What follows belongs to an exercise in optimizing a design on an open flow for small area, a short achievable clock period and few clock cycles per item; a production flow would make more cautious choices. No run shown here included a check of the RTL's function; only the layout flow was run. Power figures rest on the tool's default switching activity, not on a simulated workload.

[flow/design.v]
`default_nettype none
module jam_top (
	input  logic        clk,
	input  logic        rst_n,
	input  logic        in_valid,
	input  logic [6:0]  in_cost,
	output logic        out_valid,
	output logic [59:0] out_data    
);
	logic        xv;
	logic [6:0]  x;
	logic [5:0]  k;         
	logic [55:0] A;         
	logic [6:0]  m;         
	logic        rdy;       
	logic        last;      
	logic [2:0]  r;         
	logic        ins;       
	logic        put7;      
	logic        use_sub;   
	logic        pass;      
	logic [2:0]  pcnt;      
	logic        out_v;
	logic [2:0]  beat;
	logic        row_end;
	assign row_end = xv && (k[2:0] == 3'd7);
	always_ff @(posedge clk or negedge rst_n) begin
		if (!rst_n) begin
			xv      <= 1'b0;
			k       <= 6'd0;
			rdy     <= 1'b0;
			last    <= 1'b0;
			ins     <= 1'b0;
			put7    <= 1'b0;
			use_sub <= 1'b0;
		end else begin
			xv      <= in_valid;
			rdy     <= row_end;
			last    <= row_end && (k[5:3] == 3'd7);
			ins     <= row_end || (out_v && beat == 3'd4);
			put7    <= out_v && beat == 3'd4;
			use_sub <= (row_end && k[5:3] != 3'd7) || last || (pcnt > 3'd1)
			           || (out_v && beat == 3'd4);
			if (xv)
				k <= k + 6'd1;
		end
	end
	assign r = k[5:3] - 3'd1;
	logic [55:0] ring [7];
	logic [55:0] cmin;
	logic [55:0] sx, sy, d;
	always_comb begin
		sx = ins ? A : ring[6];
		for (int c = 0; c < 8; c++) begin
			sy[c*7 +: 7] = rdy ? m : cmin[c*7 +: 7];
			d[c*7 +: 7]  = sx[c*7 +: 7] - sy[c*7 +: 7];
		end
	end
	always_ff @(posedge clk) begin
		x <= in_cost;
		if (xv) begin
			A <= {x, A[55:7]};
			m <= (k[2:0] == 3'd0 || x < m) ? x : m;
		end else if (last) begin
			A <= d;   
		end
	end
	logic [2:0] ph;         
	always_ff @(posedge clk) begin
		ring[0] <= use_sub ? d : ring[6];
		for (int i = 1; i < 7; i++)
			ring[i] <= ring[i-1];
	end
	always_ff @(posedge clk or negedge rst_n) begin
		if (!rst_n)
			ph <= 3'd0;
		else if ((rdy && r == 3'd0) || ph == 3'd6)
			ph <= 3'd0;
		else
			ph <= ph + 3'd1;
	end
	logic [63:0] z;         
	logic [7:0]  lt, le;
	logic [7:0]  roh;
	logic [63:0] tr, tc;    
	always_comb begin
		for (int c = 0; c < 8; c++) begin
			lt[c] = rdy && (r == 3'd0 || d[c*7 +: 7] < cmin[c*7 +: 7]);
			le[c] = lt[c] || (rdy && d[c*7 +: 7] == cmin[c*7 +: 7]);
		end
		for (int i = 0; i < 8; i++)
			roh[i] = (r == i[2:0]);
	end
	always_ff @(posedge clk) begin
		for (int c = 0; c < 8; c++) begin
			if (lt[c])
				cmin[c*7 +: 7] <= d[c*7 +: 7];
			for (int i = 0; i < 8; i++)
				z[i*8+c] <= (z[i*8+c] && !lt[c]) || (roh[i] && le[c]);
		end
	end
	logic        pc;        
	logic        busy;      
	logic        done;      
	logic [3:0]  drawn;
	logic [63:0] tr_init;
	logic [7:0]  mr, mc;    
	logic [7:0]  hr, hc;    
	logic [7:0]  rsel, csel;
	logic        take_col;
	logic [7:0]  zc, zr;    
	logic [63:0] zt;        
	logic        all_clear;
	logic [3:0]  pop;
	always_comb begin
		for (int i = 0; i < 8; i++) begin
			pop = 4'd0;
			for (int c = 0; c < 8; c++)
				pop = pop + {3'd0, z[i*8+c]};
			for (int n = 0; n < 8; n++)
				tr_init[i*8+n] = (pop > n[3:0]);
		end
		for (int i = 0; i < 8; i++)
			for (int c = 0; c < 8; c++)
				zt[c*8+i] = z[i*8+c];
	end
	function automatic logic [7:0] first_word(input logic [7:0] f, input logic [63:0] w);
		logic [3:0]  f1;
		logic [31:0] w1;
		logic [1:0]  f2;
		logic [15:0] w2;
		for (int p = 0; p < 4; p++) begin
			f1[p]         = f[2*p] | f[2*p+1];
			w1[p*8 +: 8]  = f[2*p] ? w[2*p*8 +: 8] : w[(2*p+1)*8 +: 8];
		end
		for (int q = 0; q < 2; q++) begin
			f2[q]         = f1[2*q] | f1[2*q+1];
			w2[q*8 +: 8]  = f1[2*q] ? w1[2*q*8 +: 8] : w1[(2*q+1)*8 +: 8];
		end
		first_word = f2[0] ? w2[7:0] : w2[15:8];
	endfunction
	function automatic logic one_or_none(input logic [7:0] v);
		logic seen, two;
		seen = 1'b0;
		two  = 1'b0;
		for (int i = 0; i < 8; i++) begin
			two  = two | (seen & v[i]);
			seen = seen | v[i];
		end
		one_or_none = !two;
	endfunction
	always_comb begin
		mr = 8'd0;
		mc = 8'd0;
		for (int i = 0; i < 8; i++) begin
			mr = mr | tr[i*8 +: 8];
			mc = mc | tc[i*8 +: 8];
		end
		take_col = |(mc & ~mr);   
		for (int i = 0; i < 8; i++) begin
			hr[i] = &(tr[i*8 +: 8] | ~mr);
			hc[i] = &(tc[i*8 +: 8] | ~mc);
		end
		rsel = hr & (~hr + 8'd1);   
		csel = hc & (~hc + 8'd1);
		zr = first_word(hr, z);     
		zc = first_word(hc, zt);    
	end
	logic [7:0] nzr, nzc;   
	always_comb begin
		for (int i = 0; i < 8; i++) begin
			nzr[i] = tr[i*8];
			nzc[i] = tc[i*8];
		end
		all_clear = one_or_none(nzr) || one_or_none(nzc);
	end
	always_ff @(posedge clk) begin
		for (int i = 0; i < 8; i++) begin
			if (pc)
				tr[i*8 +: 8] <= tr_init[i*8 +: 8];
			else if (busy) begin
				if (take_col) begin
					if (zc[i])
						tr[i*8 +: 8] <= {1'b0, tr[i*8+1 +: 7]};
				end else if (rsel[i])
					tr[i*8 +: 8] <= 8'd0;
			end
			if (lt[i])
				tc[i*8 +: 8] <= 8'd1;
			else if (le[i])
				tc[i*8 +: 8] <= {tc[i*8 +: 7], 1'b1};
			else if (busy) begin
				if (take_col) begin
					if (csel[i])
						tc[i*8 +: 8] <= 8'd0;
				end else if (zr[i])
					tc[i*8 +: 8] <= {1'b0, tc[i*8+1 +: 7]};
			end
		end
		if (pc)
			drawn <= 4'd0;
		else if (busy)
			drawn <= drawn + 4'd1;
	end
	logic go;
	logic fin;
	assign fin  = done || (busy && all_clear);
	assign go   = fin && (ph == 3'd0);   
	assign pass = (pcnt != 3'd0);
	always_ff @(posedge clk or negedge rst_n) begin
		if (!rst_n) begin
			pc    <= 1'b0;
			busy  <= 1'b0;
			done  <= 1'b0;
			pcnt  <= 3'd0;
			out_v <= 1'b0;
			beat  <= 3'd0;
		end else begin
			pc   <= last;
			busy <= pc || (busy && !all_clear);
			done <= fin && !go;
			if (last)
				pcnt <= 3'd7;
			else if (pass)
				pcnt <= pcnt - 3'd1;
			if (go) begin
				out_v <= 1'b1;
				beat  <= 3'd0;
			end else if (out_v) begin
				beat <= beat + 3'd1;
				if (beat == 3'd7)
					out_v <= 1'b0;
			end
		end
	end
	assign out_valid = out_v;
	assign out_data  = {ring[1], drawn};
endmodule
`default_nettype wire
[flow/flow/run.sh]
#!/bin/bash
# Standard layout, with timing repair aiming for extra setup slack.
set -euo pipefail
bash standard.sh SETUP_SLACK_MARGIN=11 finish > make.log 2>&1
[flow/standard.sh]
#!/bin/bash
# synth_recipe.tcl (not shown) runs the flow's synth.tcl, then flattens the netlist and writes it again
# the make line also repeats each setting of config.mk as NAME=value (left out here)
make -C /OpenROAD-flow-scripts/flow DESIGN_CONFIG=/design/flow/config.mk WORK_HOME=/design/flow/orfs CLKGATE_MAP_FILE= SYNTH_SCRIPT=/design/flow/synth_recipe.tcl "${@:-finish}"
[flow/config.mk]
export PLATFORM = sky130hd
export DESIGN_NAME = jam_top
export DESIGN_NICKNAME = jam_top
export VERILOG_FILES = /design/flow/design.v
export SDC_FILE = /design/flow/constraint.sdc
export NUM_CORES = 4
export LEC_CHECK = 0
export CAP_MARGIN = 20
export CORE_MARGIN = 2
export CORE_UTILIZATION = 40
export SLEW_MARGIN = 20
[flow/constraint.sdc]
create_clock -name core_clock -period 15.0 [get_ports {clk}]
set_input_delay 3.0000 -clock core_clock [delete_from_list [all_inputs] [get_ports {clk}]]
set_output_delay 3.0000 -clock core_clock [all_outputs]
set_load 0.01 [all_outputs]
==> results of run 1 <==
synth_stat cells (6+ instances only):
cell type  count
nand4_1       22
or4_1          7
o22ai_1       24
o21a_1        19
o221ai_1      29
or2_2          6
nand2b_1      16
nand3_1       52
a31oi_1       21
a21o_1        58
fa_1          40
o21bai_1      12
buf_2         14
a22oi_1        9
ha_1         149
xnor2_1       38
and2_1        26
nor4_1        33
buf_1         17
or3_1         11
inv_1        215
edfxtp_1     183
nand2_1      167
and3_1        12
nor4_2        13
dfxtp_1      531
dfrtp_1       24
mux2_2       148
xor2_1        27
clkbuf_1      62
o2bb2ai_1     12
mux2i_1       38
nor3_1        47
nor2b_1       22
a21oi_1      197
a221o_1       10
o21ai_0      109
a22o_1        18
a32oi_1        6
nor2_1       108
a32o_1         7
o211ai_1      43
stage by stage:
stage / power (uW) / instances / utilization, % / instance area [um^2]
2_1_floorplan: 5829 / 2703 / - / 30730
3_3_place_gp: 7002 / 3680 / 42.73 / 32350
3_5_place_dp: 7102 / 3680 / 42.73 / 32350
4_1_cts: 9672 / 3919 / 48.63 / 36810
5_1_grt: 10790 / 3991 / 50.54 / 38260
6_report: 10180 / 3991 / 50.54 / 38260
cells in the final DEF, fill, tap and decap left out, types with 82 or more instances in the layout:
cell type / netlist / final
buf_4: 1 / 127
dfxtp_1: 531 / 471
ha_1: 149 / 129
a21oi_1: 197 / 165
nand2_1: 167 / 148
clkbuf_16: 0 / 82
buf_6: 2 / 100
nor2_1: 108 / 90
edfxtp_1: 183 / 183
mux2_2: 148 / 141
inv_1: 215 / 200
worst max-delay path, delay by kind of cell (launching register included):
kind / cells / cell delay, ns
compound gates: 9 / 1.62
xor+xnor: 1 / 0.11
fa+ha+maj: 2 / 0.53
buf+inv: 4 / 0.60
flops: 1 / 0.57
mux: 1 / 0.31
simple gates: 3 / 0.41
cells by family (layout without fill, tap and decap cells):
kind of cell / Yosys count / count (layout)
flip-flops: 738 / 738
AND/OR/NAND/NOR: 563 / 564
adder cells (fa/ha/maj): 191 / 191
buffers and inverters: 314 / 623
XOR/XNOR: 65 / 65
AO/OA/AOI/OAI: 646 / 646
multiplexers: 186 / 186
power breakdown:
| part | internal (uW) | leakage, uW | switching [uW] |
|---|---|---|---|
| Clock | 1130 | 0.00128 | 827 |
| Sequential | 3020 | 0.00648 | 447 |
| Combinational | 2280 | 0.00788 | 2480 |
| Total | 6420 | 0.0156 | 3750 |
cell type report:
type / count / area [um^2] / share of cell area, %
Timing Repair Buffer: 260 / 2680 / 7.005
Multi-Input combinational cell: 1652 / 14040 / 36.69
Timing Repair inverter: 3 / 35.03 / 0.09157
Tap cell: 978 / 1224 / 3.198
Sequential cell: 738 / 16810 / 43.95
Clock buffer: 108 / 2238 / 5.851
Clock inverter: 34 / 361.6 / 0.9451
Inverter: 218 / 868.3 / 2.270
timing repair:
item,4_1_cts,5_1_grt
cloned,7,3
setup buffers,90,69
pin swaps,82,117
endpoints found under the setup margin,301,306
resized for setup,551,204
sequential cells by signal, summed over array words and instances, names as in the netlist:
name	flops
rdy	1
busy	1
A	56
use_sub	1
cmin	56
out_v	1
beat	3
done	1
pcnt	3
z	64
ring	392
last	1
ph	3
m	7
pc	1
tr	64
xv	1
x	7
tc	64
drawn	4
ins	1
k	6
routing by layer:
metal  track usage, %  part of all wire, %  vias to the layer above
met2            36.58                   46                      788
met4            9.063                  4.5                        0
met5                0                    0                        -
li1                 -                    -                    10280
met3            4.014                  6.4                      236
met1            29.81                   43                    10900
path summary, 6_finish.rpt:
check	from	slack, ns	cells after the start	endpoint
min in group asynchronous	rst_n	2.73	2	out_v$_DFF_PN0_
worst min-delay path	ring[5][29]$_DFF_P_	0.32	0	ring[6][29]$_DFF_P_
max in group asynchronous	rst_n	12.00	2	rdy$_DFF_PN0_
worst max-delay path	ins$_DFF_PN0_	10.76	20	tc[34]$_SDFFE_PP0P_
worst max register to register	ins$_DFF_PN0_	10.76	20	tc[34]$_SDFFE_PP0P_
worst min register to register	ring[5][29]$_DFF_P_	0.32	0	ring[6][29]$_DFF_P_
==> impl_metrics.py, run 1 <==
metrics = {
    "logic_synthesis": {
        "synth_area_leaders": "dfxtp_1, edfxtp_1, ha_1, mux2_2, a21oi_1",
        "synthSimpleGateAreaFrac_pct": 9.501,
        "syn-cell-area_um2": 30510,
        "ys_seq_area_share_pct": 54.82,
        "yosysUniqueCellTypes": 94,
        "synth_flop_cell": "dfxtp_1",
        "synth_seq_cells": 738,
        "synth_cells": 2703,
        "synth_xor_xnor_area_share_pct": 1.866,
        "synth-warning-count": 2,
        "synth_edf_count": 183,
        "synth_top_area_share_pct": 34.84,
        "yosysTopAreaCell": "dfxtp_1",
        "synthMuxAreaShare_pct": 6.709,
        "synth_compound_area_share_pct": 14.32,
        "async_flop_share_pct": 3.252,
        "synth_top_family_by_area": "compound AO/OA/AOI/OAI gates",
        "syn_nets": 2902,
        "synth_fa_ha_area_share_pct": 8.800,
        "avgSynthCellArea_um2": 11.29,
    },
    "route": {
        "wl_um": 90930,
        "drt-initial-drc-count": 1736,
        "wl_per_cell_um": 22.78,
        "ant_nets": 0,
        "drt_pass1_iterations": 8,
        "vias": 22210,
        "drc": 0,
        "via_per_inst": 5.564,
    },
    "setup_path": {
        "crit_type": "reg -> reg",
        "max_stage_delay_ns": 0.57,
        "cp_max_fo": 6,
        "worstPathArrival_ns": 4.80,
        "crit_chain": "buf_12 > buf_16 > buf_12 > mux2_4 > ha_4 > a21o_1 > a21oi_2 > o21bai_1 > a21oi_2 > xnor2_2 > ha_1 > o21a_1 > nor2_1 > a31o_2 > nor2_4 > clkinvlp_4 > nor2_4 > a32o_2 > a22oi_2 > o2bb2ai_1",
        "critPathCaptureType": "flop",
        "crit_slowest_cell": "dfrtp_4",
        "startpoint_type": "flop",
        "critPathRequiredTime_ns": 15.55,
    },
    "sta": {
        "drv_slew": 0,
        "slew_headroom_pct": 20.19,
        "hold_viol": 0,
        "whs_ns": 0.3193,
        "worst_slack_ns": 10.76,
        "worstMarginPinSlew_ns": 1.193,
        "setup-violations-final": 0,
        "finalSetupTns_ns": 0,
        "final.period_utilization_pct": 28.30,
        "max_freq_ghz": 0.2356,
        "rsz0062_at_grt": "yes",
        "clock_skew_ns": 0.03582,
        "fin_crit_ns": 4.244,
    },
    "clocking": {
        "holdBufCountCts": 0,
        "clockBufferDepth": 3,
        "cts.clk_slew.worst_paths_ns": 0.07,
        "cts_tree": "done",
        "cts_buffers": 77,
        "cts.sinks": 738,
        "clk_latency_ns": 0.64,
        "h-tree-depth": 3,
        "ctsRootBufferMaster": "clkbuf_16",
    },
    "run": {
        "cap_violations": 0,
    },
    "grt": {
        "grt_pass1_vias": 21700,
        "antenna_found_initial": 0,
        "grt_pass1_wl_um": 134600,
        "grt.overflow.total": 0,
        "grt_max_degree": 98,
        "grtUsageTotal_pct": 22.55,
    },
    "final_layout": {
        "fillers": 6621,
        "final_layout_size_suffix_gt1_share_pct": 28.84,
        "synthToLayoutAreaGrowth_pct": 25.39,
        "diodes": 0,
        "fin_nets": 3149,
    },
    "pwr": {
        "power-per-cell-area_nw_per_um2": 266.0,
        "ir_drop_mv": 0.1546,
        "power_leakage_uw": 0.01565,
    },
    "placed_design": {
        "gp_congestion": 0.9460,
        "post-dp-hpwl_um": 63050,
        "post-place-ws_ns": 9.109,
        "io_buffers": 70,
    },
    "hold_path": {
        "hold_class": "reg -> reg",
    },
    "die": {
        "die-area_um2": 78500,
        "io_pins": 71,
        "initial_core_util_pct": 40.31,
        "die_h_um": 280.2,
        "die_x_um": 280.2,
        "num_rows": 101,
        "core_um2": 75700,
    },
    "outcome": {
        "status": "timing/DRC/antenna clean",
    },
}
==> run 2, diff against run 1 <==
==> flow/run.sh (new file) <==
#!/bin/bash
# synth_recipe.tcl (not shown) runs the flow's synth.tcl, then flattens the netlist and writes it again
# the make line also repeats each setting of config.mk as NAME=value (left out here)
make -C /OpenROAD-flow-scripts/flow DESIGN_CONFIG=/design/flow/config.mk WORK_HOME=/design/flow/orfs CLKGATE_MAP_FILE= SYNTH_SCRIPT=/design/flow/synth_recipe.tcl finish
removed: flow/flow/run.sh
removed: flow/standard.sh
==> run 2 against run 1 <==
Count of clock-buffer cells in the layout fell by 13; largest cell class unchanged; sequential share of layout area rose by 4.0 points; clock skew rose by 0.017 ns; still clean; critical path type unchanged; first-iteration DRC count fell by 3.8%; combinational power fell by 22%.
==> impl_metrics.py, run 2 <==
metrics = {
    "final_layout": {
        "diodes": 0,
        "top_register": "ring",
        "synthToLayoutAreaGrowth_pct": 14.46,
        "largest_register_ffs": 392,
        "multi_input_area_um2": 12580,
        "final_layout_size_suffix_gt1_share_pct": 12.50,
        "fin_nets": 2977,
        "fillers": 6858,
        "final_cell_mix": "dfxtp_1, inv_1, a21oi_1",
        "layout.area.seq_um2": 16730,
        "mostFrequentLayoutCell": "dfxtp_1",
    },
    "placed_design": {
        "post-place-ws_ns": 8.751,
        "io_buffers": 70,
        "gp_congestion": 0.9428,
        "post-dp-hpwl_um": 63790,
    },
    "logic_synthesis": {
        "synth_area_leaders": "dfxtp_1, edfxtp_1, ha_1, mux2_2, a21oi_1",
        "ys_seq_area_share_pct": 54.82,
        "synth_edf_count": 183,
        "yosysTopAreaCell": "dfxtp_1",
        "synth-warning-count": 2,
        "syn-cell-area_um2": 30510,
        "synth_cells": 2703,
        "async_flop_share_pct": 3.252,
        "avgSynthCellArea_um2": 11.29,
        "yosysUniqueCellTypes": 94,
        "synth_flop_cell": "dfxtp_1",
        "synth_seq_cells": 738,
        "syn_nets": 2902,
        "synth_top_area_share_pct": 34.84,
        "ys_top_cells_by_count": "dfxtp_1, inv_1, a21oi_1, edfxtp_1, nand2_1",
        "synth.most_common_cell": "dfxtp_1",
    },
    "route": {
        "wl_per_cell_um": 22.49,
        "wl_um": 85900,
        "drc": 0,
        "ant_nets": 0,
        "drt_pass1_iterations": 6,
        "vias": 21350,
        "via_per_inst": 5.590,
        "drt-initial-drc-count": 1670,
    },
    "clocking": {
        "ctsRootBufferMaster": "clkbuf_16",
        "cts.clk_slew.worst_paths_ns": 0.06,
        "cts_setup_buffers": 0,
        "cts_resized": 0,
        "clk_latency_ns": 0.66,
        "clockBufferDepth": 3,
        "holdBufCountCts": 0,
        "h-tree-depth": 3,
        "cts_tree": "done",
        "cts_buffers": 77,
        "cts.sinks": 738,
    },
    "grt": {
        "grtUsageTotal_pct": 21.82,
        "grt_pass1_vias": 21210,
        "grt.overflow.total": 0,
        "grt_max_degree": 65,
        "grt_pass1_wl_um": 130900,
        "antenna_found_initial": 2,
    },
    "sta": {
        "fin_crit_ns": 6.336,
        "setup-violations-final": 0,
        "hold_viol": 0,
        "worstMarginPinSlew_ns": 1.176,
        "final.period_utilization_pct": 42.24,
        "clock_skew_ns": 0.05307,
        "rsz0062_at_grt": "no",
        "drv_slew": 0,
        "max_freq_ghz": 0.1578,
        "worst_slack_ns": 8.664,
        "slew_headroom_pct": 21.31,
        "finalSetupTns_ns": 0,
    },
    "setup_path": {
        "crit_type": "reg -> reg",
        "worstPathArrival_ns": 6.82,
        "cp_max_fo": 60,
        "startpoint_type": "flop",
        "critPathRequiredTime_ns": 15.48,
        "rrSetupSlack_ns": 8.66,
        "critPathCaptureType": "flop",
    },
    "run": {
        "cap_violations": 0,
    },
    "die": {
        "num_rows": 101,
        "initial_core_util_pct": 40.31,
        "die-area_um2": 78500,
        "die_h_um": 280.2,
        "die_x_um": 280.2,
        "io_pins": 71,
        "core_um2": 75700,
    },
    "pwr": {
        "ir_drop_mv": 0.1506,
        "power-per-cell-area_nw_per_um2": 260.6,
        "power_leakage_uw": 0.01419,
    },
    "hold_path": {
        "hold_class": "reg -> reg",
    },
    "outcome": {
        "status": "timing/DRC/antenna clean",
    },
}
## run 2: cell counts after synthesis
Identical to the previous run, type by type.
## run 2: metal layers
metal	part of all wire [%]	vias up	GRT usage, %
li1	-	9934	-
met1	44	10420	29.31
met2	46	797	35.02
met3	6.5	193	4.022
met4	3.7	4	8.159
met5	0.034	-	0
## run 2: cells by family (layout without fill, tap and decap cells)
logic type / count (synthesis) / after routing / share of synthesized area (%)
AOI/OAI and AO/OA: 646 / 646 / 14.32
xor gates and xnor gates: 65 / 65 / 1.866
adders and majority gates: 191 / 191 / 8.800
buffers and inverters: 314 / 452 / 3.982
DFF: 738 / 738 / 54.82
muxes: 186 / 186 / 6.709
and+or+nand+nor: 563 / 563 / 9.501
## run 2: cell type report
class                           count  share of cell area [%]
Sequential cell                   738                   47.91
Clock buffer                       95                   6.123
Timing Repair Buffer               92                   2.465
Inverter                          218                   2.343
Multi-Input combinational cell   1651                   36.03
Clock inverter                     47                   1.623
Tap cell                          978                   3.504
## run 2: metrics by stage
| stage | cells | power, uW | area, um^2 | hold slack (ns) | utilization [%] |
|---|---|---|---|---|---|
| 6_report | 3819 | 9100 | 34920 | 0.3182 | 46.14 |
| 3_3_place_gp | 3677 | 6984 | 32220 | 0.3097 | 42.56 |
| 3_5_place_dp | 3677 | 7100 | 32210 | 0.3121 | 42.55 |
| 2_1_floorplan | 2703 | 5770 | 30510 | 0.3096 | - |
| 4_1_cts | 3819 | 9126 | 34920 | 0.3147 | 46.13 |
| 5_1_grt | 3819 | 9701 | 34920 | 0.3193 | 46.14 |
## run 2: critical path, cell delays in order (launching register included)
cell and delay, ns:
dfrtp_1 0.32, buf_4 0.27, clkinv_1 0.11, buf_4 0.34
nor2_1 0.77, a21oi_1 0.18, fa_1 0.48, a21o_1 0.18
a21oi_1 0.25, o21bai_1 0.10, a21oi_1 0.17, xnor2_1 0.14
ha_1 0.32, nand4_1 0.14, a21oi_1 0.16, nor4_1 0.09
nor2_1 0.37, inv_1 0.45, nor2_1 0.48, o31ai_1 0.14
nor3_1 0.52, a221oi_1 0.19
## run 2: power breakdown
group | switching, uW | internal [uW] | total [uW]
clock | 851 | 1130 | 1980
sequential | 414 | 3000 | 3410
combinational | 2130 | 1580 | 3710
total | 3400 | 5710 | 9100
## run 2: final timing paths
path	from	end	cells past startpoint
max in group asynchronous	rst_n	use_sub$_DFF_PN0_	1
worst max-delay path	rdy$_DFF_PN0_	tc[58]$_SDFFE_PP0P_	21
worst max register to register	rdy$_DFF_PN0_	tc[58]$_SDFFE_PP0P_	21
worst min register to register	ring[5][3]$_DFF_P_	ring[6][3]$_DFF_P_	0
worst min-delay path	ring[5][3]$_DFF_P_	ring[6][3]$_DFF_P_	0
min in group asynchronous	rst_n	busy$_DFF_PN0_	1
==> run 3, diff against run 2 <==
--- a/flow/design.v
+++ b/flow/design.v
@@ -15,14 +15,17 @@
 	logic        rdy;       
 	logic        last;      
+	logic        cmp;       
+	logic        cmp7;      
 	logic [2:0]  r;         
 	logic        ins;       
-	logic        put7;      
 	logic        use_sub;   
-	logic        pass;      
+	logic        a_ld;      
 	logic [2:0]  pcnt;      
 	logic        out_v;
 	logic [2:0]  beat;
 	logic        row_end;
+	logic        put7_n;    
 	assign row_end = xv && (k[2:0] == 3'd7);
+	assign put7_n  = out_v && (beat == 3'd3);
 	always_ff @(posedge clk or negedge rst_n) begin
 		if (!rst_n) begin
@@ -31,15 +34,18 @@
 			rdy     <= 1'b0;
 			last    <= 1'b0;
+			cmp     <= 1'b0;
+			cmp7    <= 1'b0;
 			ins     <= 1'b0;
-			put7    <= 1'b0;
 			use_sub <= 1'b0;
+			a_ld    <= 1'b0;
 		end else begin
 			xv      <= in_valid;
 			rdy     <= row_end;
 			last    <= row_end && (k[5:3] == 3'd7);
-			ins     <= row_end || (out_v && beat == 3'd4);
-			put7    <= out_v && beat == 3'd4;
-			use_sub <= (row_end && k[5:3] != 3'd7) || last || (pcnt > 3'd1)
-			           || (out_v && beat == 3'd4);
+			cmp     <= rdy;
+			cmp7    <= last;
+			ins     <= row_end || (pcnt == 3'd3) || put7_n;
+			use_sub <= row_end || cmp7 || (pcnt > 3'd1) || put7_n;
+			a_ld    <= (row_end && k[5:3] == 3'd7) || (pcnt == 3'd3);
 			if (xv)
 				k <= k + 6'd1;
@@ -62,6 +68,6 @@
 			A <= {x, A[55:7]};
 			m <= (k[2:0] == 3'd0 || x < m) ? x : m;
-		end else if (last) begin
-			A <= d;   
+		end else if (a_ld) begin
+			A <= ring[6];
 		end
 	end
@@ -86,6 +92,6 @@
 	always_comb begin
 		for (int c = 0; c < 8; c++) begin
-			lt[c] = rdy && (r == 3'd0 || d[c*7 +: 7] < cmin[c*7 +: 7]);
-			le[c] = lt[c] || (rdy && d[c*7 +: 7] == cmin[c*7 +: 7]);
+			lt[c] = cmp && (r == 3'd0 || ring[0][c*7 +: 7] < cmin[c*7 +: 7]);
+			le[c] = lt[c] || (cmp && ring[0][c*7 +: 7] == cmin[c*7 +: 7]);
 		end
 		for (int i = 0; i < 8; i++)
@@ -95,5 +101,5 @@
 		for (int c = 0; c < 8; c++) begin
 			if (lt[c])
-				cmin[c*7 +: 7] <= d[c*7 +: 7];
+				cmin[c*7 +: 7] <= ring[0][c*7 +: 7];
 			for (int i = 0; i < 8; i++)
 				z[i*8+c] <= (z[i*8+c] && !lt[c]) || (roh[i] && le[c]);
@@ -206,6 +212,5 @@
 	logic fin;
 	assign fin  = done || (busy && all_clear);
-	assign go   = fin && (ph == 3'd0);   
-	assign pass = (pcnt != 3'd0);
+	assign go   = fin && (ph == 3'd1);   
 	always_ff @(posedge clk or negedge rst_n) begin
 		if (!rst_n) begin
@@ -217,10 +222,10 @@
 			beat  <= 3'd0;
 		end else begin
-			pc   <= last;
+			pc   <= cmp7;
 			busy <= pc || (busy && !all_clear);
 			done <= fin && !go;
-			if (last)
+			if (cmp7)
 				pcnt <= 3'd7;
-			else if (pass)
+			else if (pcnt != 3'd0)
 				pcnt <= pcnt - 3'd1;
 			if (go) begin
@@ -235,5 +240,5 @@
 	end
 	assign out_valid = out_v;
-	assign out_data  = {ring[1], drawn};
+	assign out_data  = {ring[2], drawn};
 endmodule
 `default_nettype wire
==> flow/flow/run.sh (new file) <==
#!/bin/bash
# Standard layout, with timing repair aiming for extra setup slack.
set -euo pipefail
bash standard.sh SETUP_SLACK_MARGIN=11 finish > make.log 2>&1
==> flow/standard.sh (new file) <==
#!/bin/bash
# synth_recipe.tcl (not shown) runs the flow's synth.tcl, then flattens the netlist and writes it again
# the make line also repeats each setting of config.mk as NAME=value (left out here)
make -C /OpenROAD-flow-scripts/flow DESIGN_CONFIG=/design/flow/config.mk WORK_HOME=/design/flow/orfs CLKGATE_MAP_FILE= SYNTH_SCRIPT=/design/flow/synth_recipe.tcl "${@:-finish}"
removed: flow/run.sh
==> run 3 against run 2 <==
Combinational power fell by 22%; area after synthesis rose by 3.4%; count of clock-buffer cells in the layout rose by 19; register-to-register slack improved by 2.4 ns; maximum frequency rose by 52%; clock skew fell by 0.0083 ns; sequential power rose by 4%; via count rose by 6.0%; first-iteration DRC count rose by 9.5%; critical endpoint is now out_valid.
==> impl_metrics.py, run 3 <==
metrics = {
    "placed_design": {
        "gp_congestion": 0.9799,
        "io_buffers": 70,
        "post-dp-hpwl_um": 66950,
    },
    "clocking": {
        "cts.clk_slew.worst_paths_ns": 0.06,
        "ctsRootBufferMaster": "clkbuf_16",
        "cts_buffers": 79,
        "cts.sinks": 741,
        "clk_latency_ns": 0.65,
        "cts_tree": "done",
        "h-tree-depth": 3,
        "clockBufferDepth": 3,
        "holdBufCountCts": 0,
    },
    "grt": {
        "grt.overflow.total": 0,
        "grt_pass1_wl_um": 141300,
        "grt_max_degree": 68,
        "grtUsageTotal_pct": 22.82,
        "grt_pass1_vias": 22650,
        "antenna_found_initial": 1,
    },
    "setup_path": {
        "worstPathArrival_ns": 1.17,
        "startpoint_type": "flop",
        "max_stage_delay_ns": 0.41,
        "critPathCaptureType": "output port",
        "crit_slowest_cell": "dfrtp_2",
        "cp_max_fo": 2,
        "critPathRequiredTime_ns": 12.00,
        "cp_num_buf_inv": 1,
        "crit_type": "reg -> out",
        "crit_chain": "buf_6",
        "critPathTopFamily": "flip-flops",
    },
    "route": {
        "drt_pass1_iterations": 6,
        "drt-initial-drc-count": 1829,
        "via_per_inst": 5.563,
        "drc": 0,
        "vias": 22630,
        "wl_per_cell_um": 22.95,
        "ant_nets": 0,
        "wl_um": 93380,
    },
    "sta": {
        "setup-violations-final": 0,
        "fin_crit_ns": 4.165,
        "final.period_utilization_pct": 27.77,
        "hold_viol": 0,
        "worstMarginPinSlew_ns": 1.159,
        "slew_headroom_pct": 22.45,
        "clock_skew_ns": 0.04476,
        "finalSetupTns_ns": 0,
        "rsz0062_at_grt": "yes",
        "drv_slew": 0,
        "max_freq_ghz": 0.2401,
    },
    "run": {
        "cap_violations": 0,
    },
    "die": {
        "die_h_um": 284.9,
        "die-area_um2": 81150,
        "core_um2": 77720,
        "initial_core_util_pct": 40.60,
        "die_x_um": 284.9,
        "num_rows": 102,
        "io_pins": 71,
    },
    "hold_path": {
        "hold_class": "reg -> reg",
    },
    "outcome": {
        "status": "timing/DRC/antenna clean",
    },
    "logic_synthesis": {
        "synthMuxAreaShare_pct": 5.575,
        "avgSynthCellArea_um2": 10.97,
        "synth_area_leaders": "dfxtp_1, edfxtp_1, ha_1, mux2_2, a21oi_1",
        "synth_flop_cell": "dfxtp_1",
        "synth-warning-count": 2,
        "yosysUniqueCellTypes": 111,
        "synth_top_area_share_pct": 33.69,
        "synth_seq_cells": 741,
        "syn_nets": 3075,
        "yosysTopAreaCell": "dfxtp_1",
        "synth_cells": 2877,
        "syn-cell-area_um2": 31560,
        "ys_seq_area_share_pct": 53.24,
        "synth_top_family_by_area": "compound AO/OA/AOI/OAI gates",
        "synthSimpleGateAreaFrac_pct": 11.92,
        "synth_xor_xnor_area_share_pct": 1.638,
        "async_flop_share_pct": 3.644,
        "synth_compound_area_share_pct": 14.77,
        "synth.most_common_cell": "dfxtp_1",
        "synth_edf_count": 183,
        "ys_top_cells_by_count": "dfxtp_1, inv_1, a21oi_1, nand2_1, edfxtp_1",
        "synth_fa_ha_area_share_pct": 8.469,
    },
    "final_layout": {
        "largest_register_ffs": 392,
        "final_util_pct": 46.90,
        "top_register": "ring",
        "final_layout_size_suffix_gt1_share_pct": 17.28,
        "mostFrequentLayoutCell": "dfxtp_1",
        "fin_nets": 3159,
        "final_cell_mix": "dfxtp_1, inv_1, a21oi_1",
        "synthToLayoutAreaGrowth_pct": 15.52,
    },
    "pwr": {
        "power-per-cell-area_nw_per_um2": 232.1,
        "power_leakage_uw": 0.01479,
        "ir_drop_mv": 0.1609,
    },
}
-- run 3: cell types whose count changed in the layout (fill, tap and decap cells not counted), moves of 24 or more --
cell,previous run,this run
a22o_1,18,42
buf_6,0,61
clkdlybuf4s50_1,69,9
dfxtp_1,531,471
dfxtp_2,0,55
o21ai_0,108,168
-- run 3: power by group --
part           total [uW]  switching (uW)  internal, uW
Sequential           3530             598          2930
Clock                2030             852          1180
Combinational        2900            1570          1320
-- run 3: final timing paths --
check	start	to	slack (ns)	cells past startpoint
min in group asynchronous	rst_n	out_v$_DFF_PN0_	2.74	2
min	ring[1][46]$_DFF_P_	ring[2][46]$_DFF_P_	0.31	0
max reg2reg	tr[7]$_SDFFCE_PN0P_	tc[52]$_SDFFE_PP0P_	11.08	9
max	out_v$_DFF_PN0_	out_valid	10.83	1
max in group asynchronous	rst_n	pc$_DFF_PN0_	11.97	2
min reg2reg	ring[1][46]$_DFF_P_	ring[2][46]$_DFF_P_	0.31	0
-- run 3: area by class of cell --
type	instances	area [um^2]
clock buffer	114	2419
antenna	1	2.502
sequential	741	16900
timing repair buffer	112	1100
inverter	235	882.1
clock inverter	33	384.1
tap	1040	1301
multi-input combinational	1792	13470
fill	6972	41270
-- run 3: per-layer routing --
metal	up-vias	wire length, um	global-route usage [%]	share of wire [%]
li1	10480	-	-	-
met1	11120	39790	29.47	43
met3	231	5420	3.840	5.8
met4	0	4602	10.16	4.9
met2	800	43560	37.58	47
met5	-	0	0	0
-- run 3: what timing repair did --
item                                    CTS  global route
gates resized for setup                 366            26
cloned                                    2             0
setup buffers                            11             2
endpoints found under the setup margin  124           153
pin swaps                                 2             0
-- run 3: metrics by stage --
stage               hold WS, ns  instance area [um^2]  total power, uW  std cells  worst slack, ns
floorplan                0.3096                 31560             5289       2877            11.60
global placement         0.3105                 33300             6303       3905            10.66
detailed placement       0.3121                 33300             6369       3905            10.77
CTS                      0.3055                 36360             8506       4065            10.79
global route             0.3206                 36450             9019       4067            10.79
finish                   0.3102                 36450             8459       4068            10.83
-- run 3: cell families after synthesis --
logic type	count (synthesis)
and+or+nand+nor	673
buffers and inverters	346
xor gates and xnor gates	59
DFF	741
muxes	160
AOI/OAI and AO/OA	708
adders and majority gates	190
==> run 4, diff against run 3 <==
--- a/flow/design.v
+++ b/flow/design.v
@@ -53,4 +53,19 @@
 	end
 	assign r = k[5:3] - 3'd1;
+	function automatic logic [6:0] sub7(input logic [6:0] a, input logic [6:0] b);
+		logic bw;
+		bw = 1'b0;
+		for (int i = 0; i < 7; i++) begin
+			sub7[i] = a[i] ^ b[i] ^ bw;
+			bw      = (~a[i] & b[i]) | (~(a[i] ^ b[i]) & bw);
+		end
+	endfunction
+	function automatic logic less7(input logic [6:0] a, input logic [6:0] b);
+		logic l;
+		l = 1'b0;
+		for (int i = 0; i < 7; i++)
+			l = (~a[i] & b[i]) | (~(a[i] & ~b[i]) & l);
+		less7 = l;
+	endfunction
 	logic [55:0] ring [7];
 	logic [55:0] cmin;
@@ -60,5 +75,5 @@
 		for (int c = 0; c < 8; c++) begin
 			sy[c*7 +: 7] = rdy ? m : cmin[c*7 +: 7];
-			d[c*7 +: 7]  = sx[c*7 +: 7] - sy[c*7 +: 7];
+			d[c*7 +: 7]  = sub7(sx[c*7 +: 7], sy[c*7 +: 7]);
 		end
 	end
@@ -92,5 +107,5 @@
 	always_comb begin
 		for (int c = 0; c < 8; c++) begin
-			lt[c] = cmp && (r == 3'd0 || ring[0][c*7 +: 7] < cmin[c*7 +: 7]);
+			lt[c] = cmp && (r == 3'd0 || less7(ring[0][c*7 +: 7], cmin[c*7 +: 7]));
 			le[c] = lt[c] || (cmp && ring[0][c*7 +: 7] == cmin[c*7 +: 7]);
 		end
==> run 4 against run 3 <==
Still clean on timing, DRC and antenna; register-to-register slack improved by 0.03 ns; worst setup slack got worse by 0.0058 ns; core utilization increased by 0.41 points; critical path depth unchanged; global-route usage decreased by 0.89 points; final area decreased by 1.3%; combinational power decreased by 12%; die area decreased by 2.4%; clock power about the same; routed wire length decreased by 7.0%; synthesized cell count decreased by 2.9%; cell count decreased by 2.0%; critical endpoint unchanged; largest cell class unchanged.
==> impl_metrics.py, run 4 <==
metrics = {
    "logic_synthesis": {
        "yosysUniqueCellTypes": 96,
        "ys_seq_area_share_pct": 54.60,
        "syn_nets": 3031,
        "yosysTopAreaCell": "dfxtp_1",
        "synth_flop_cell": "dfxtp_1",
        "synth_seq_cells": 741,
        "synth_area_leaders": "dfxtp_1, edfxtp_1, ha_1, fa_1, inv_1",
        "synth_top_area_share_pct": 34.54,
        "synth_cells": 2793,
        "synth-warning-count": 2,
        "async_flop_share_pct": 3.644,
        "avgSynthCellArea_um2": 11.02,
        "synth_edf_count": 183,
        "syn-cell-area_um2": 30770,
        "ys_top_cells_by_count": "dfxtp_1, inv_1, nand2_1, a21oi_1, edfxtp_1",
        "synth.most_common_cell": "dfxtp_1",
    },
    "hold_path": {
        "hold_class": "reg -> reg",
    },
    "setup_path": {
        "cp_num_buf_inv": 1,
        "worstPathArrival_ns": 1.17,
        "crit_type": "reg -> out",
        "startpoint_type": "flop",
        "critPathTopFamily": "flip-flops",
        "critPathCaptureType": "output port",
        "crit_slowest_cell": "dfrtp_2",
        "cp_max_fo": 2,
        "crit_chain": "buf_6",
        "critPathRequiredTime_ns": 12.00,
        "max_stage_delay_ns": 0.41,
    },
    "route": {
        "wl_um": 86870,
        "drt-initial-drc-count": 1809,
        "via_per_inst": 5.468,
        "wl_per_cell_um": 21.79,
        "vias": 21800,
        "drc": 0,
        "ant_nets": 0,
        "drt_pass1_iterations": 8,
    },
    "outcome": {
        "status": "timing/DRC/antenna clean",
    },
    "clocking": {
        "holdBufCountCts": 0,
        "cts.sinks": 741,
        "clk_latency_ns": 0.66,
        "cts_buffers": 78,
        "clockBufferDepth": 3,
        "h-tree-depth": 3,
        "ctsRootBufferMaster": "clkbuf_16",
        "cts.clk_slew.worst_paths_ns": 0.06,
        "cts_tree": "done",
    },
    "die": {
        "io_pins": 71,
        "num_rows": 101,
        "die_h_um": 281.4,
        "die_x_um": 281.4,
        "initial_core_util_pct": 40.45,
        "core_um2": 76080,
        "die-area_um2": 79170,
    },
    "placed_design": {
        "post-dp-hpwl_um": 62260,
        "gp_congestion": 0.9171,
        "io_buffers": 70,
    },
    "pwr": {
        "internal_power_uw": 5208,
        "ir_drop_mv": 0.2290,
        "seq_power_share_pct": 43.7,
        "clock_power_share_pct": 24.7,
        "power_leakage_uw": 0.01499,
        "swShare_pct": 35.65,
        "power-per-cell-area_nw_per_um2": 224.8,
        "p_comb_share_pct": 31.5,
        "p_switching_uw": 2885,
    },
    "sta": {
        "drv_slew": 0,
        "max_freq_ghz": 0.2397,
        "worstMarginPinSlew_ns": 1.135,
        "slew_headroom_pct": 24.04,
        "clock_skew_ns": 0.05167,
        "rsz0062_at_grt": "yes",
        "final.period_utilization_pct": 27.81,
        "hold_viol": 0,
        "finalSetupTns_ns": 0,
        "fin_crit_ns": 4.171,
        "setup-violations-final": 0,
    },
    "grt": {
        "grt_pass1_vias": 22020,
        "grt_pass1_wl_um": 132200,
        "antenna_found_initial": 1,
        "grt_max_degree": 101,
        "grtUsageTotal_pct": 21.93,
        "grt.overflow.total": 0,
    },
    "final_layout": {
        "fin_nets": 3128,
        "final_cell_mix": "dfxtp_1, inv_1, nand2_1",
        "mostFrequentLayoutCell": "dfxtp_1",
        "final_util_pct": 47.32,
        "multi_input_area_um2": 12750,
        "largest_register_ffs": 392,
        "fillers": 6944,
        "synthToLayoutAreaGrowth_pct": 16.97,
        "final_layout_size_suffix_gt1_share_pct": 15.03,
        "layout.area.seq_um2": 16900,
        "top_register": "ring",
    },
    "run": {
        "cap_violations": 0,
    },
}
[run 4: changes by cell type after synthesis, moves of 25 or more]
cell,before,now
a22o_1,42,11
mux2i_1,34,77
mux2_2,126,57
fa_1,40,72
inv_1,229,300
o21ai_0,175,150
a21o_1,45,14
[run 4: worst paths after layout]
| path | from | slack (ns) | end | cells after the start |
|---|---|---|---|---|
| worst min register to register | ring[1][35]$_DFF_P_ | 0.31 | ring[2][35]$_DFF_P_ | 0 |
| worst max register to register | tr[7]$_SDFFCE_PN0P_ | 11.11 | tc[30]$_SDFFE_PP0P_ | 10 |
| worst max-delay path | out_v$_DFF_PN0_ | 10.83 | out_valid | 1 |
| min in group asynchronous | rst_n | 2.74 | beat[2]$_DFFE_PN0P_ | 2 |
| worst min-delay path | ring[1][35]$_DFF_P_ | 0.31 | ring[2][35]$_DFF_P_ | 0 |
| max in group asynchronous | rst_n | 11.94 | ins$_DFF_PN0_ | 2 |
[run 4: routing by layer]
metal	up-vias	GRT usage [%]	part of all wire, %
met3	188	3.331	5.9
met2	746	36.62	48
li1	10040	-	-
met4	0	8.865	3.9
met5	-	0	0
met1	10820	28.52	43
[run 4: timing repair]
| item | CTS | global route |
|---|---|---|
| endpoints found under the hold margin | 0 | 0 |
| setup buffers | 9 | 17 |
| pin swaps | 1 | 7 |
| resized for setup | 405 | 33 |
| setup endpoints to repair | 213 | 173 |
| cloned | 1 | 1 |
[run 4: cell type report]
cell class,count,share of cell area (%)
tap,1030,3.580
clock buffer,110,6.333
sequential,741,46.94
clock inverter,35,1.213
inverter,303,3.205
multi-input combinational,1648,35.41
antenna,1,0.006952
timing repair buffer,118,3.306
[run 4: metrics by stage]
step / instance area, um^2 / std cells / setup WS [ns] / hold slack [ns] / power [uW]
floorplan: 30780 / 2793 / 10.97 / 0.3096 / 4940
global placement: 32510 / 3812 / 9.967 / 0.3099 / 5928
detailed placement: 32510 / 3812 / 9.906 / 0.3121 / 5989
CTS: 35700 / 3967 / 10.80 / 0.3028 / 8109
global route: 35990 / 3985 / 10.79 / 0.3169 / 8607
finish: 36000 / 3986 / 10.83 / 0.3093 / 8093
[run 4: logic make-up (layout without fill, tap and decap cells)]
| kind of cell | Yosys count | in the layout | synth area share (%) |
|---|---|---|---|
| flip-flops | 741 | 741 | 54.60 |
| AO/OA/AOI/OAI | 635 | 636 | 13.36 |
| AND/OR/NAND/NOR | 621 | 621 | 10.51 |
| buffers and inverters | 405 | 566 | 5.078 |
| adder cells (fa/ha/maj) | 230 | 230 | 11.09 |
| multiplexers | 134 | 134 | 4.590 |
| XOR/XNOR | 27 | 27 | 0.7685 |
| other | 0 | 1 | 0 |
[run 4: power by group through the flow]
stage	Clock, uW	Combinational, uW	Sequential [uW]
after global placement	0	2410	3520
after floorplan	0	1650	3290
final	2000	2550	3540
after detailed placement	0	2450	3540
after global routing	2130	2850	3630
after CTS	2040	2520	3550
==> run 5, diff against run 4 <==
--- a/flow/config.mk
+++ b/flow/config.mk
@@ -9,3 +9,5 @@
 export CORE_MARGIN = 2
 export CORE_UTILIZATION = 40
+export CTS_CLUSTER_DIAMETER = 60
+export CTS_CLUSTER_SIZE = 30
 export SLEW_MARGIN = 20
==> run 5 against run 4 <==
Combinational power hardly changed; count of clock-buffer cells in the layout is 53 lower; global-route usage is 0.38 points lower; clock skew is 0.0085 ns lower; cell count is 1.1% lower; still clean; worst setup slack worse by 0.0041 ns; sequential share of layout area is 0.82 points higher; final area is 1.7% lower.
==> impl_metrics.py, run 5 <==
metrics = {
    "die": {
        "num_rows": 101,
        "io_pins": 71,
        "die_h_um": 281.4,
        "die_x_um": 281.4,
        "initial_core_util_pct": 40.45,
        "die-area_um2": 79170,
        "core_um2": 76080,
    },
    "pwr": {
        "power-per-cell-area_nw_per_um2": 219.1,
        "power_leakage_uw": 0.01465,
        "seq_power_share_pct": 45.5,
        "swShare_pct": 37.62,
        "p_comb_share_pct": 32.9,
        "p_switching_uw": 2916,
        "internal_power_uw": 4835,
        "clock_power_share_pct": 21.5,
        "ir_drop_mv": 0.2188,
    },
    "logic_synthesis": {
        "synth_cells": 2793,
        "synth_seq_cells": 741,
        "synth_edf_count": 183,
        "ys_seq_area_share_pct": 54.60,
        "synthMuxAreaShare_pct": 4.590,
        "synth_compound_area_share_pct": 13.36,
        "synth_area_leaders": "dfxtp_1, edfxtp_1, ha_1, fa_1, inv_1",
        "synth_fa_ha_area_share_pct": 11.09,
        "async_flop_share_pct": 3.644,
        "synth_xor_xnor_area_share_pct": 0.7684,
        "synth_top_area_share_pct": 34.54,
        "synth-warning-count": 2,
        "yosysTopAreaCell": "dfxtp_1",
        "synth_top_family_by_area": "compound AO/OA/AOI/OAI gates",
        "avgSynthCellArea_um2": 11.02,
        "synth_flop_cell": "dfxtp_1",
        "synth.most_common_cell": "dfxtp_1",
        "synthSimpleGateAreaFrac_pct": 10.51,
        "ys_top_cells_by_count": "dfxtp_1, inv_1, nand2_1, a21oi_1, edfxtp_1",
        "syn_nets": 3031,
        "syn-cell-area_um2": 30770,
        "yosysUniqueCellTypes": 96,
    },
    "setup_path": {
        "crit_chain": "buf_6",
        "crit_slowest_cell": "dfrtp_2",
        "critPathTopFamily": "flip-flops",
        "max_stage_delay_ns": 0.42,
        "startpoint": "out_v$_DFF_PN0_",
        "critPathRequiredTime_ns": 12.00,
        "cp_max_fo": 2,
        "worstPathArrival_ns": 1.18,
        "startpoint_type": "flop",
        "rrSetupSlack_ns": 11.11,
        "r2r-start": "rdy$_DFF_PN0_",
        "cp_num_buf_inv": 1,
        "critPathCaptureType": "output port",
        "crit_type": "reg -> out",
    },
    "sta": {
        "final.period_utilization_pct": 27.84,
        "setup-violations-final": 0,
        "slew_headroom_pct": 26.62,
        "rsz0062_at_grt": "yes",
        "worstMarginPinSlew_ns": 1.097,
        "clock_skew_ns": 0.04321,
        "fin_crit_ns": 4.175,
        "hold_viol": 0,
        "worst_slack_ns": 10.82,
        "max_freq_ghz": 0.2395,
        "finalSetupTns_ns": 0,
        "drv_slew": 0,
    },
    "run": {
        "cap_violations": 0,
    },
    "final_layout": {
        "final_cell_mix": "dfxtp_1, inv_1, nand2_1",
        "final_util_pct": 46.50,
        "mostFrequentLayoutCell": "dfxtp_1",
        "fin_nets": 3105,
        "largest_register_ffs": 392,
        "diodes": 0,
        "top_register": "ring",
        "synthToLayoutAreaGrowth_pct": 14.95,
        "fillers": 7002,
        "final_layout_size_suffix_gt1_share_pct": 14.50,
    },
    "route": {
        "drc": 0,
        "vias": 21580,
        "wl_per_cell_um": 21.80,
        "drt-initial-drc-count": 1771,
        "via_per_inst": 5.476,
        "ant_nets": 0,
        "wl_um": 85920,
        "drt_pass1_iterations": 6,
    },
    "placed_design": {
        "gp_congestion": 0.9171,
        "post-place-ws_ns": 9.906,
        "io_buffers": 70,
        "post-dp-hpwl_um": 62260,
    },
    "grt": {
        "grt_pass1_wl_um": 130300,
        "antenna_found_initial": 1,
        "grt_max_degree": 101,
        "grt_pass1_vias": 21580,
        "grt.overflow.total": 0,
        "grtUsageTotal_pct": 21.55,
    },
    "clocking": {
        "clk_latency_ns": 0.67,
        "clockBufferDepth": 3,
        "cts_tree": "done",
        "ctsRootBufferMaster": "clkbuf_16",
        "holdBufCountCts": 0,
        "cts_buffers": 54,
        "h-tree-depth": 2,
        "cts.sinks": 741,
        "cts.clk_slew.worst_paths_ns": 0.10,
    },
    "hold_path": {
        "holdCritStartpoint": "ring[1][53]$_DFF_P_",
        "hold_class": "reg -> reg",
    },
    "outcome": {
        "status": "timing/DRC/antenna clean",
    },
}
==> run 5: logic make-up (layout without fill, tap and decap cells) <==
family	after synthesis	count (layout)
compound gates	635	636
flops	741	741
xor+xnor	27	27
mux	134	134
buf+inv	405	522
simple gates	621	621
fa+ha+maj	230	230
==> run 5: worst paths after layout <==
path / endpoint / cells after the start
worst min-delay path: ring[2][53]$_DFF_P_ / 0
worst max register to register: ring[0][55]$_DFF_P_ / 14
worst max-delay path: out_valid / 1
min in group asynchronous: beat[2]$_DFFE_PN0P_ / 2
max in group asynchronous: use_sub$_DFF_PN0_ / 2
worst min register to register: ring[2][53]$_DFF_P_ / 0
==> run 5: area by class of cell <==
cell class	instances	area, um^2	share of cell area, %
clock buffer	57	1363	3.852
multi-input combinational	1648	12780	36.12
clock inverter	43	718.2	2.030
sequential	741	16900	47.77
timing repair buffer	119	1176	3.325
tap	1030	1289	3.643
inverter	303	1154	3.261
==> run 5: layer usage <==
layer / GRT usage [%] / wire length (um) / vias up
li1: - / - / 9967
met1: 28.59 / 37040 / 10680
met2: 36.09 / 40690 / 745
met3: 2.751 / 5026 / 190
met4: 7.883 / 3168 / 0
met5: 0 / 0 / -
==> run 5: repair_timing <==
action / CTS / global route
endpoints found under the setup margin: 212 / 181
buffers inserted: 13 / 15
pin swaps: 1 / 10
cloned: 0 / 1
gates resized for setup: 406 / 39
==> run 5: per-stage QoR <==
stage / hold slack [ns] / area (um^2) / instances / total power, uW
5_1_grt: 0.2986 / 35380 / 3941 / 8260
6_report: 0.2993 / 35380 / 3941 / 7751
4_1_cts: 0.2899 / 35060 / 3925 / 7761
2_1_floorplan: 0.3096 / 30780 / 2793 / 4940
3_5_place_dp: 0.3121 / 32510 / 3812 / 5989
3_3_place_gp: 0.3099 / 32510 / 3812 / 5928
==> run 5: power groups by stage <==
stage / Sequential, uW / Clock, uW / Combinational, uW
global placement: 3520 / 0 / 2410
CTS: 3540 / 1710 / 2520
global route: 3620 / 1780 / 2850
detailed placement: 3540 / 0 / 2450
finish: 3530 / 1670 / 2550
floorplan: 3290 / 0 / 1650
==> run 6, diff against run 5 <==
--- a/flow/config.mk
+++ b/flow/config.mk
@@ -8,6 +8,7 @@
 export CAP_MARGIN = 20
 export CORE_MARGIN = 2
-export CORE_UTILIZATION = 40
+export CORE_UTILIZATION = 65
 export CTS_CLUSTER_DIAMETER = 60
 export CTS_CLUSTER_SIZE = 30
+export PLACE_DENSITY = 0.75
 export SLEW_MARGIN = 20
==> run 6 against run 5 <==
Worst setup slack improved by 0.0070 ns; hold slack better by 0.024 ns; global-route usage up 11 points; cell count is 11% lower; largest power group unchanged.
==> impl_metrics.py, run 6 <==
metrics = {
    "outcome": {
        "status": "timing/DRC/antenna clean",
    },
    "logic_synthesis": {
        "ys_seq_area_share_pct": 54.60,
        "synth_flop_cell": "dfxtp_1",
        "synth_seq_cells": 741,
        "yosysUniqueCellTypes": 96,
        "synth_top_family_by_area": "compound AO/OA/AOI/OAI gates",
        "avgSynthCellArea_um2": 11.02,
        "synth_cells": 2793,
        "synth_top_area_share_pct": 34.54,
        "syn_nets": 3031,
        "synth-warning-count": 2,
        "synth_xor_xnor_area_share_pct": 0.7684,
        "async_flop_share_pct": 3.644,
        "yosysTopAreaCell": "dfxtp_1",
        "synth_compound_area_share_pct": 13.36,
        "synthMuxAreaShare_pct": 4.590,
        "ys_top_cells_by_count": "dfxtp_1, inv_1, nand2_1, a21oi_1, edfxtp_1",
        "synth.most_common_cell": "dfxtp_1",
        "synth_area_leaders": "dfxtp_1, edfxtp_1, ha_1, fa_1, inv_1",
        "syn-cell-area_um2": 30770,
        "synth_edf_count": 183,
        "synthSimpleGateAreaFrac_pct": 10.51,
        "synth_fa_ha_area_share_pct": 11.09,
    },
    "grt": {
        "grt_pass1_vias": 21440,
        "grtUsageTotal_pct": 32.74,
        "grt_pass1_wl_um": 124000,
        "antenna_found_initial": 2,
        "grt.overflow.total": 0,
        "grt_max_degree": 101,
    },
    "die": {
        "die_h_um": 221.6,
        "num_rows": 79,
        "core_um2": 46650,
        "die_x_um": 221.6,
        "io_pins": 71,
        "die-area_um2": 49100,
        "initial_core_util_pct": 65.96,
    },
    "final_layout": {
        "diodes": 0,
        "final_cell_mix": "dfxtp_1, inv_1, nand2_1",
        "fin_nets": 3096,
        "multi_input_area_um2": 12810,
        "synthToLayoutAreaGrowth_pct": 11.82,
        "fillers": 3222,
        "mostFrequentLayoutCell": "dfxtp_1",
        "layout.area.seq_um2": 16890,
        "top_register": "ring",
        "final_layout_size_suffix_gt1_share_pct": 13.80,
        "largest_register_ffs": 392,
    },
    "setup_path": {
        "critPathRequiredTime_ns": 12.00,
        "startpoint_type": "flop",
        "max_stage_delay_ns": 0.44,
        "crit_slowest_cell": "dfrtp_2",
        "cp_max_fo": 2,
        "worstPathArrival_ns": 1.17,
        "crit_chain": "buf_6",
        "critPathCaptureType": "output port",
        "crit_type": "reg -> out",
        "critPathTopFamily": "flip-flops",
        "cp_num_buf_inv": 1,
    },
    "route": {
        "drt_pass1_iterations": 17,
        "drt-initial-drc-count": 2527,
        "wl_um": 81060,
        "via_per_inst": 6.267,
        "vias": 21930,
        "drc": 0,
        "wl_per_cell_um": 23.17,
        "ant_nets": 0,
    },
    "pwr": {
        "power_leakage_uw": 0.01444,
        "ir_drop_mv": 0.1673,
        "power-per-cell-area_nw_per_um2": 216.3,
    },
    "sta": {
        "worstMarginPinSlew_ns": 1.198,
        "finalSetupTns_ns": 0,
        "setup-violations-final": 0,
        "rsz0062_at_grt": "yes",
        "whs_ns": 0.3238,
        "hold_viol": 0,
        "max_freq_ghz": 0.2399,
        "drv_slew": 0,
        "fin_crit_ns": 4.168,
        "clock_skew_ns": 0.02523,
        "final.period_utilization_pct": 27.79,
        "slew_headroom_pct": 19.58,
    },
    "hold_path": {
        "hold_class": "reg -> reg",
    },
    "clocking": {
        "holdBufCountCts": 0,
        "cts_buffers": 42,
        "clk_latency_ns": 0.62,
        "cts.sinks": 741,
        "clockBufferDepth": 3,
        "cts.clk_slew.worst_paths_ns": 0.11,
        "ctsRootBufferMaster": "clkbuf_16",
        "cts_tree": "done",
        "h-tree-depth": 2,
    },
    "placed_design": {
        "io_buffers": 70,
        "gp_congestion": 1.010,
        "post-dp-hpwl_um": 58260,
    },
    "run": {
        "cap_violations": 0,
    },
}
run 6: worst register-to-register path, cell delays in order, from the launching register on:
cell      delay [ns]
edfxtp_1        0.56
nor4_4          0.50
a21oi_1         0.13
nor4_1          0.34
buf_4           0.26
and2_1          0.28
mux2_2          0.37
o221a_1         0.27
o311a_1         0.51
nor2_2          0.40
a221o_1         0.22
run 6: metrics by stage:
stage	instance area, um^2	setup WS (ns)	instances	total power, uW	util, %
2_1_floorplan	30780	10.97	2793	4940	-
5_1_grt	34410	10.80	3499	7898	73.75
4_1_cts	34040	10.80	3479	7386	72.95
3_3_place_gp	31990	10.25	3390	5784	68.56
3_5_place_dp	31990	10.19	3390	5909	68.56
6_report	34410	10.83	3499	7443	73.75
run 6: logic make-up (layout without fill, tap and decap cells):
family	count (synthesis)	after routing
AO/OA/AOI/OAI	635	636
XOR/XNOR	27	27
adder cells (fa/ha/maj)	230	230
buffers and inverters	405	503
flip-flops	741	741
multiplexers	134	134
AND/OR/NAND/NOR	621	621
run 6: worst paths after layout:
| check | start | endpoint | slack [ns] | depth (start not counted) |
|---|---|---|---|---|
| max | out_v$_DFF_PN0_ | out_valid | 10.83 | 1 |
| max reg2reg | tr[15]$_SDFFCE_PN0P_ | tc[19]$_SDFFE_PP0P_ | 11.09 | 10 |
| min in group asynchronous | rst_n | use_sub$_DFF_PN0_ | 2.76 | 2 |
| min | ring[4][25]$_DFF_P_ | ring[5][25]$_DFF_P_ | 0.32 | 0 |
| min reg2reg | ring[4][25]$_DFF_P_ | ring[5][25]$_DFF_P_ | 0.32 | 0 |
| max in group asynchronous | rst_n | ins$_DFF_PN0_ | 11.93 | 2 |
run 6: layer usage:
| layer | part of all wire, % | global-route usage, % | vias to the layer above |
|---|---|---|---|
| met3 | 9.9 | 6.281 | 173 |
| met2 | 45 | 50.92 | 1061 |
| met5 | 0.016 | 0 | - |
| met1 | 42 | 46.19 | 10740 |
| li1 | - | - | 9955 |
| met4 | 3.0 | 11.51 | 2 |
run 6: layout make-up:
type / instances / share of cell area (%)
clock inverter: 27 / 1.105
tap: 607 / 2.207
multi-input combinational: 1648 / 37.22
inverter: 303 / 3.364
sequential: 741 / 49.09
timing repair buffer: 122 / 3.545
clock buffer: 51 / 3.462
run 6: what timing repair did:
action	in CTS	in global routing
setup buffers	10	19
cloned	1	1
gates resized for setup	402	43
endpoints found under the hold margin	0	0
pin swaps	1	8
setup endpoints to repair	205	149
run 6: report_power, final:
part	total, uW	internal, uW	switching (uW)
registers	3540	2930	612
clock network	1380	636	743
logic	2520	1130	1390
total	7440	4690	2750

-- what the ideal ports hide --
The results above use ideal ports. As a check the final layouts listed here were re-extracted and re-timed, cells and wires unchanged. Step 1 sets driving cells, clkbuf_16 on the clock port and buf_2 on the other inputs (assumed; they add their load-dependent delay and slew). Step 2 adds t to the input delays and takes it off the output delays; t is the mean of the earliest and latest rising clock arrival at the registers after step 1. Input paths then give back, and output paths get back, about the clock's delay inside the block. Three values: no drivers, after step 1, after step 2; two values: the first two.
run	shift t [ns]	slack for setup (ns)	latest minus earliest clock arrival (ns)	slew at the worst register clock pin (ns)	pins driven straight from the clock port
run 1	0.688	10.756 / 10.756 / 10.756	0.036 / 0.036	0.07 / 0.07	1
run 2	0.699	8.664 / 8.664 / 8.664	0.054 / 0.054	0.07 / 0.07	1
run 3	0.690	10.835 / 10.770 / 11.079	0.046 / 0.046	0.07 / 0.07	1
run 4	0.694	10.829 / 10.766 / 11.107	0.052 / 0.052	0.07 / 0.07	1
run 5	0.710	10.825 / 10.760 / 11.110	0.045 / 0.044	0.11 / 0.11	1
run 6	0.667	10.832 / 10.767 / 11.093	0.027 / 0.027	0.11 / 0.11	1
After both steps setup and hold are still met in every run listed.
